From an optimization exercise on the open Yosys and OpenROAD flow, aimed at small area, a short achievable clock period and few clock cycles per item; shortcuts taken in it are not production practice.
No activity file was given, so power comes from the tool's default toggle rates.

==> juniper <==
==> flow/design.v (excerpt) <==
module datapath #(
   parameter int INSTR_DEPTH = 4,    
   parameter int RES_CREDITS = 2
) (
   input  logic                CLK,
   input  logic                rst_n,
   input  logic                instr_valid,
   input  logic [31:0]         instr,
   output logic                instr_credit,
   output logic                res_valid,
   output logic [4:0]          res_wsel,
   output logic [31:0]         res_wdat,
   output logic                res_regwr,
   output logic                res_illegal,
   input  logic                res_credit
);
clock: 6.2 ns
lec_check: 0
cap_margin: 20
core_margin: 2
core_utilization: 40
setup_slack_margin: 3.2
slew_margin: 20
synth_hierarchical: 1
run.sh (not shown) runs the stock make flow with config.mk's settings and CLKGATE_MAP_FILE= SYNTH_SCRIPT=/design/flow/synth_recipe.tcl, a recipe that flattens the netlist after the stock synthesis.
==> inputs of zinc, as changes to juniper <==
--- a/flow/design.v
+++ b/flow/design.v
@@ -143,31 +143,26 @@
          end
       end
    end
 endmodule
 module alu_out (
    input  mips_isa_pkg::ctl_t ctl,
-   input  logic               inv,
    input  logic [31:0]        a,
    input  logic [31:0]        b,
    input  logic [31:0]        x,
    input  logic [31:0]        c,        
    input  logic [31:0]        other,    
-   output logic [31:0]        res,
-   output logic [31:0]        res_x
+   output logic [31:0]        res
 );
-   logic        a_msb;
-   logic        b_msb;
-   logic        lt;
-   logic [31:0] rest;
+   logic a_msb;
+   logic b_msb;
+   logic lt;
    assign a_msb = a[31] ^ ctl.slt_sgn;
    assign b_msb = b[31] ^ ctl.slt_sgn;
    assign lt    = !((a_msb & b_msb) | ((a_msb | b_msb) & c[31]));
-   assign rest  = other | {31'b0, ctl.sel_slt & lt};
-   assign res   = ctl.sel_add ? (x ^ c) : rest;
-   assign res_x = ctl.sel_add ? ((x ^ {32{inv}}) ^ c) : (rest ^ {32{inv}});
+   assign res = ({32{ctl.sel_add}} & (x ^ c)) | other | {31'b0, ctl.sel_slt & lt};
 endmodule
 module alu_misc (
    input  mips_isa_pkg::ctl_t ctl,
    input  logic [31:0]        a,
    input  logic [31:0]        b,
    output logic [31:0]        other
@@ -193,72 +188,47 @@
       end
    end
    assign other = lu | (r[5] & keep);
 endmodule
 module alu (
    input  mips_isa_pkg::ctl_t  ctl,
-   input  logic                inv,
    input  logic [31:0]         op1,
    input  logic [31:0]         op2,
-   output logic [31:0]         res,
-   output logic [31:0]         res_x
+   output logic [31:0]         res
 );
    logic [32:0] g0, t0, g1, t1, g2, t2, g3, t3, g4, t4, g5, t5;
    logic [31:0] x;
    logic [31:0] other;
    alu_pg u_pg (.a(op1), .b(op2), .cin(ctl.sub), .ng(g0), .nt(t0), .x(x));
    alu_prefix #(.S(1),  .INV(0)) u_l1 (.g_in(g0), .t_in(t0), .g_out(g1), .t_out(t1));
    alu_prefix #(.S(2),  .INV(1)) u_l2 (.g_in(g1), .t_in(t1), .g_out(g2), .t_out(t2));
    alu_prefix #(.S(4),  .INV(0)) u_l3 (.g_in(g2), .t_in(t2), .g_out(g3), .t_out(t3));
    alu_prefix #(.S(8),  .INV(1)) u_l4 (.g_in(g3), .t_in(t3), .g_out(g4), .t_out(t4));
    alu_prefix #(.S(16), .INV(0)) u_l5 (.g_in(g4), .t_in(t4), .g_out(g5), .t_out(t5));
    alu_misc u_misc (.ctl(ctl), .a(op1), .b(op2), .other(other));
-   alu_out  u_out  (.ctl(ctl), .inv(inv), .a(op1), .b(op2), .x(x), .c(g5[31:0]),
-                    .other(other), .res(res), .res_x(res_x));
+   alu_out  u_out  (.ctl(ctl), .a(op1), .b(op2), .x(x), .c(g5[31:0]),
+                    .other(other), .res(res));
 endmodule
 `default_nettype wire
 `default_nettype none
 `timescale 1ns/10ps
-module reg_read (
-   input  logic [31:0] head,
-   output logic [31:1] rsel1,
-   output logic [31:1] rsel2,
-   input  logic [31:0] rdat1,
-   input  logic [31:0] rdat2,
-   input  logic        w_wr,       
-   input  logic [4:0]  w_sel,
-   input  logic [31:0] w_dat,
-   output logic [31:0] rd1,
-   output logic [31:0] rd2
-);
-   logic [4:0] rs;
-   logic [4:0] rt;
-   assign rs = head[25:21];
-   assign rt = head[20:16];
-   always_comb begin
-      for (int i = 1; i < 32; i++) begin
-         rsel1[i] = (rs == 5'(i));
-         rsel2[i] = (rt == 5'(i));
-      end
-   end
-   assign rd1 = (w_wr && (w_sel == rs)) ? w_dat : rdat1;
-   assign rd2 = (w_wr && (w_sel == rt)) ? w_dat : rdat2;
-endmodule
 module instr_decode (
-   input  logic [31:0]        instr,
-   input  logic [31:0]        rd1,        
-   input  logic [31:0]        rd2,
+   input  logic [31:0]        head,
+   output logic [31:1]        rsel1,
+   output logic [31:1]        rsel2,
+   input  logic [31:0]        rdat1,
+   input  logic [31:0]        rdat2,
    input  logic               w_wr,       
    input  logic [4:0]         w_sel,
    input  logic [31:0]        w_dat,
    input  logic               e_wr,
    input  logic [4:0]         e_sel,
    output logic [31:0]        op1,
-   output logic [31:0]        op2,        
-   output logic               fwd1,       
-   output logic               fwd2,       
+   output logic [31:0]        op2,
+   output logic               fwd1,
+   output logic               fwd2,
    output mips_isa_pkg::ctl_t ctl,
    output logic [4:0]         wsel,
    output logic               regwr,
    output logic               illegal
 );
    logic [5:0]  opcode;
@@ -268,40 +238,48 @@
    logic [15:0] imm16;
    logic        rtype;
    logic        legal;
    logic        wf1;
    logic        wf2;
    logic [31:0] imm;
-   assign opcode = instr[31:26];
-   assign funct  = instr[5:0];
-   assign rs     = instr[25:21];
-   assign rt     = instr[20:16];
-   assign imm16  = instr[15:0];
+   assign opcode = head[31:26];
+   assign funct  = head[5:0];
+   assign rs     = head[25:21];
+   assign rt     = head[20:16];
+   assign imm16  = head[15:0];
    assign rtype  = (opcode == mips_isa_pkg::OP_RTYPE);
+   assign wf1 = w_wr && (w_sel == rs);
+   assign wf2 = w_wr && (w_sel == rt) && rtype;
+   always_comb begin
+      for (int i = 1; i < 32; i++) begin
+         rsel1[i] = (rs == 5'(i));
+         rsel2[i] = (rt == 5'(i));
+      end
+   end
    always_comb begin
       ctl     = '0;
       imm     = '0;
       legal   = 1'b1;
       wsel    = rt;
       case (opcode)
          mips_isa_pkg::OP_RTYPE: begin
-            wsel = instr[15:11];
+            wsel = head[15:11];
             case (funct)
                mips_isa_pkg::F_ADDU: ctl.sel_add = 1'b1;
                mips_isa_pkg::F_SUBU: begin ctl.sel_add = 1'b1; ctl.sub = 1'b1; end
                mips_isa_pkg::F_AND:  ctl.tt = mips_isa_pkg::TT_AND;
                mips_isa_pkg::F_OR:   ctl.tt = mips_isa_pkg::TT_OR;
                mips_isa_pkg::F_XOR:  ctl.tt = mips_isa_pkg::TT_XOR;
                mips_isa_pkg::F_NOR:  ctl.tt = mips_isa_pkg::TT_NOR;
                mips_isa_pkg::F_SLT:  begin ctl.sel_slt = 1'b1; ctl.sub = 1'b1; ctl.slt_sgn = 1'b1; end
                mips_isa_pkg::F_SLTU: begin ctl.sel_slt = 1'b1; ctl.sub = 1'b1; end
                mips_isa_pkg::F_SLL:  begin
-                  ctl.sel_sll = 1'b1; ctl.shamt = instr[10:6]; ctl.rot = instr[10:6];
+                  ctl.sel_sll = 1'b1; ctl.shamt = head[10:6]; ctl.rot = head[10:6];
                end
                mips_isa_pkg::F_SRL:  begin
-                  ctl.sel_srl = 1'b1; ctl.shamt = instr[10:6]; ctl.rot = 5'd0 - instr[10:6];
+                  ctl.sel_srl = 1'b1; ctl.shamt = head[10:6]; ctl.rot = 5'd0 - head[10:6];
                end
                default: legal = 1'b0;
             endcase
          end
          mips_isa_pkg::OP_ADDIU: begin ctl.sel_add = 1'b1; imm = {{16{imm16[15]}}, imm16}; end
          mips_isa_pkg::OP_SLTI:  begin
@@ -314,54 +292,47 @@
          mips_isa_pkg::OP_LUI:   begin ctl.tt = mips_isa_pkg::TT_PASS; imm = {imm16, 16'b0}; end
          default:  legal = 1'b0;
       endcase
       regwr   = legal && (wsel != 5'd0);    
       illegal = !legal;
    end
-   assign wf1  = w_wr && (w_sel == rs);
-   assign wf2  = w_wr && (w_sel == rt) && rtype;
-   assign op1  = wf1 ? w_dat : rd1;
-   assign op2  = (wf2 ? w_dat : rtype ? rd2 : imm) ^ {32{ctl.sub}};
+   assign op1  = wf1 ? w_dat : rdat1;
+   assign op2  = (wf2 ? w_dat : rtype ? rdat2 : imm) ^ {32{ctl.sub}};
    assign fwd1 = e_wr && (e_sel == rs);
    assign fwd2 = e_wr && (e_sel == rt) && rtype;
 endmodule
 `default_nettype wire
 `default_nettype none
 `timescale 1ns/10ps
 module instr_execute (
    input  mips_isa_pkg::ctl_t ctl,
-   input  logic               inv,
    input  logic [31:0]        op1,
    input  logic [31:0]        op2,
-   output logic [31:0]        res,
-   output logic [31:0]        res_x
+   output logic [31:0]        res
 );
    alu u_alu (
-      .ctl   (ctl),
-      .inv   (inv),
-      .op1   (op1),
-      .op2   (op2),
-      .res   (res),
-      .res_x (res_x)
+      .ctl (ctl),
+      .op1 (op1),
+      .op2 (op2),
+      .res (res)
    );
 endmodule
 `default_nettype wire
 `default_nettype none
 `timescale 1ns/10ps
 module wb_result #(
    parameter int RES_CREDITS = 2
 ) (
    input  logic CLK,
    input  logic rst_n,
    input  logic de_valid,        
-   input  logic de_valid_nx,     
    input  logic res_credit,
    output logic ew_valid,        
    output logic ew_hold,         
    output logic res_valid,       
-   output logic instr_credit     
+   output logic instr_credit
 );
    localparam int CW = $clog2(RES_CREDITS + 1);
    logic [CW-1:0] credits;
    logic [CW-1:0] credits_nx;
    logic          ew_valid_nx;
    logic          have_nx;
@@ -377,13 +348,13 @@
          instr_credit <= 1'b0;
       end else begin
          credits      <= credits_nx;
          ew_valid     <= ew_valid_nx;
          ew_hold      <= ew_valid_nx && !have_nx;
          res_valid    <= ew_valid_nx && have_nx;
-         instr_credit <= de_valid_nx && !(ew_valid_nx && !have_nx);
+         instr_credit <= ew_valid_nx && have_nx;    
       end
    end
 endmodule
 `default_nettype wire
 `default_nettype none
 `timescale 1ns/10ps
@@ -409,51 +380,40 @@
    logic        pop;
    logic [31:1] rsel1;
    logic [31:1] rsel2;
    logic [31:0] rdat1;
    logic [31:0] rdat2;
    logic [31:1] wen;
-   logic [31:0] rd1;
-   logic [31:0] rd2;
-   logic               r_valid;
-   logic [31:0]        r_instr;
-   logic [31:0]        r_rd1;
-   logic [31:0]        r_rd2;
-   logic               r_load;
    logic [31:0]        d_op1;
    logic [31:0]        d_op2;
    logic               d_fwd1;
    logic               d_fwd2;
    mips_isa_pkg::ctl_t d_ctl;
    logic [4:0]         d_wsel;
    logic               d_regwr;
    logic               d_illegal;
    logic               de_valid;
-   logic               de_valid_nx;
    logic [31:0]        de_op1;
    logic [31:0]        de_op2;
    mips_isa_pkg::ctl_t de_ctl;
    logic [4:0]         de_wsel;
    logic               de_regwr;
    logic               de_illegal;
    logic               de_load;
    logic [31:0]        alu_res;
-   logic [31:0]        alu_res_x;
    logic               ew_valid;
    logic               ew_hold;
    logic [31:0]        ew_wdat;
    logic [4:0]         ew_wsel;
    logic               ew_regwr;
    logic               ew_illegal;
    always_ff @(posedge CLK) begin
       clr <= !rst_n;
    end
-   assign de_load     = !de_valid || !ew_hold;
-   assign r_load      = !r_valid || de_load;
-   assign pop         = r_load && hv;
-   assign de_valid_nx = de_load ? r_valid : de_valid;
+   assign de_load = !de_valid || !ew_hold;
+   assign pop     = de_load && hv;
    pipe_stage_reg u_buf (
       .CLK        (CLK),
       .rst_n      (rst_n),
       .in_valid   (instr_valid),
       .in_data    (instr),
       .pop        (pop),
@@ -467,42 +427,18 @@
       .rsel2 (rsel2),
       .rdat1 (rdat1),
       .rdat2 (rdat2),
       .wen   (wen),
       .wdat  (ew_wdat)
    );
-   reg_read u_reg_read (
-      .head  (head),
-      .rsel1 (rsel1),
-      .rsel2 (rsel2),
-      .rdat1 (rdat1),
-      .rdat2 (rdat2),
-      .w_wr  (ew_valid && ew_regwr),
-      .w_sel (ew_wsel),
-      .w_dat (ew_wdat),
-      .rd1   (rd1),
-      .rd2   (rd2)
-   );
-   always_ff @(posedge CLK) begin
-      if (!rst_n) begin
-         r_valid <= 1'b0;
-      end else if (r_load) begin
-         r_valid <= hv;
-      end
-   end
-   always_ff @(posedge CLK) begin
-      if (r_load) begin
-         r_instr <= head;
-         r_rd1   <= rd1;
-         r_rd2   <= rd2;
-      end
-   end
    instr_decode u_instr_decode (
-      .instr   (r_instr),
-      .rd1     (r_rd1),
-      .rd2     (r_rd2),
+      .head    (head),
+      .rsel1   (rsel1),
+      .rsel2   (rsel2),
+      .rdat1   (rdat1),
+      .rdat2   (rdat2),
       .w_wr    (ew_valid && ew_regwr),
       .w_sel   (ew_wsel),
       .w_dat   (ew_wdat),
       .e_wr    (de_valid && de_regwr),
       .e_sel   (de_wsel),
       .op1     (d_op1),
@@ -514,33 +450,31 @@
       .regwr   (d_regwr),
       .illegal (d_illegal)
    );
    always_ff @(posedge CLK) begin
       if (!rst_n) begin
          de_valid <= 1'b0;
-      end else begin
-         de_valid <= de_valid_nx;
+      end else if (de_load) begin
+         de_valid <= hv;
       end
    end
    always_ff @(posedge CLK) begin
       if (de_load) begin
          de_op1     <= d_fwd1 ? alu_res : d_op1;
-         de_op2     <= d_fwd2 ? alu_res_x : d_op2;
+         de_op2     <= d_fwd2 ? (alu_res ^ {32{d_ctl.sub}}) : d_op2;
          de_ctl     <= d_ctl;
          de_wsel    <= d_wsel;
          de_regwr   <= d_regwr;
          de_illegal <= d_illegal;
       end
    end
    instr_execute u_instr_execute (
-      .ctl   (de_ctl),
-      .inv   (d_ctl.sub),
-      .op1   (de_op1),
-      .op2   (de_op2),
-      .res   (alu_res),
-      .res_x (alu_res_x)
+      .ctl  (de_ctl),
+      .op1  (de_op1),
+      .op2  (de_op2),
+      .res  (alu_res)
    );
    always_ff @(posedge CLK) begin
       if (!ew_hold) begin
          ew_wdat    <= alu_res;
          ew_wsel    <= de_wsel;
          ew_regwr   <= de_regwr;
@@ -548,13 +482,12 @@
       end
    end
    wb_result #(.RES_CREDITS(RES_CREDITS)) u_wb_result (
       .CLK          (CLK),
       .rst_n        (rst_n),
       .de_valid     (de_valid),
-      .de_valid_nx  (de_valid_nx),
       .res_credit   (res_credit),
       .ew_valid     (ew_valid),
       .ew_hold      (ew_hold),
       .res_valid    (res_valid),
       .instr_credit (instr_credit)
    );
==> flow/config.mk (replaced) <==
export PLATFORM = sky130hd
export DESIGN_NAME = datapath
export DESIGN_NICKNAME = datapath
export VERILOG_FILES = /design/flow/design.v
export SDC_FILE = /design/flow/constraint.sdc
export NUM_CORES = 4
export LEC_CHECK = 0
export CAP_MARGIN = 20
export CORE_MARGIN = 2
export CORE_UTILIZATION = 45
export SETUP_SLACK_MARGIN = 2.9
export SLEW_MARGIN = 20
export SYNTH_HIERARCHICAL = 1
==> qor summary <==
Sequential Area: zinc 35800 um2; juniper 38700 um2
Internal power: zinc 14.7 mW; juniper 16.1 mW
Non-clock inverters: zinc 152; juniper 165
Data required time of the worst path: zinc 6.61 ns; juniper 6.71 ns
Path depth of the worst reg2reg path: zinc 14; juniper 10
Non-Clock Buffer Count: zinc 396; juniper 476
Result of the run: zinc timing/DRC/antenna clean; juniper timing/DRC/antenna clean
Leakage power: zinc 23.6 nW; juniper 26.4 nW
Worst vdd ir: zinc 213 uV; juniper 350 uV
Clock tree skew after final layout: zinc 0.0257 ns; juniper 0.0338 ns
Post-Layout Cell Count: zinc 6246; juniper 6973
Wire length of the first global-routing pass: zinc 322000 um; juniper 335000 um
Post-synth net total: zinc 4383; juniper 4610
Hold wc startpoint: zinc de_illegal$_DFFE_PP_; juniper u_buf.head[29]$_DFFE_PP_
No functional check of the RTL was part of any run of this note.

re-timing with driven ports:
No port has a modelled driver above. Below, the same layouts with a new extraction and two added sets of constraints. Step 1 (the two cells are an assumption about what drives the block):
set clk [get_ports {CLK}]
set_driving_cell -lib_cell sky130_fd_sc_hd__clkbuf_16 $clk
set_driving_cell -lib_cell sky130_fd_sc_hd__buf_2 [delete_from_list [all_inputs] $clk]
Step 2 also shifts input and output timing later by t, the mid clock arrival at the registers, as if the neighbouring blocks saw the same clock. a / b / c = ideal / step 1 / step 2; a / b = the first two.
run	t (ns)	setup WS [ns]	hold WS [ns]	worst register clock-pin slew, ns	worst slew at a driven data input, ns
juniper	0.849	2.966 / 2.966 / 2.966	0.418 / 0.418 / 0.418	0.07 / 0.07	0.10
zinc	0.797	2.560 / 2.560 / 2.560	0.427 / 0.427 / 0.427	0.07 / 0.07	0.06
After both steps setup and hold are still met in every run listed.
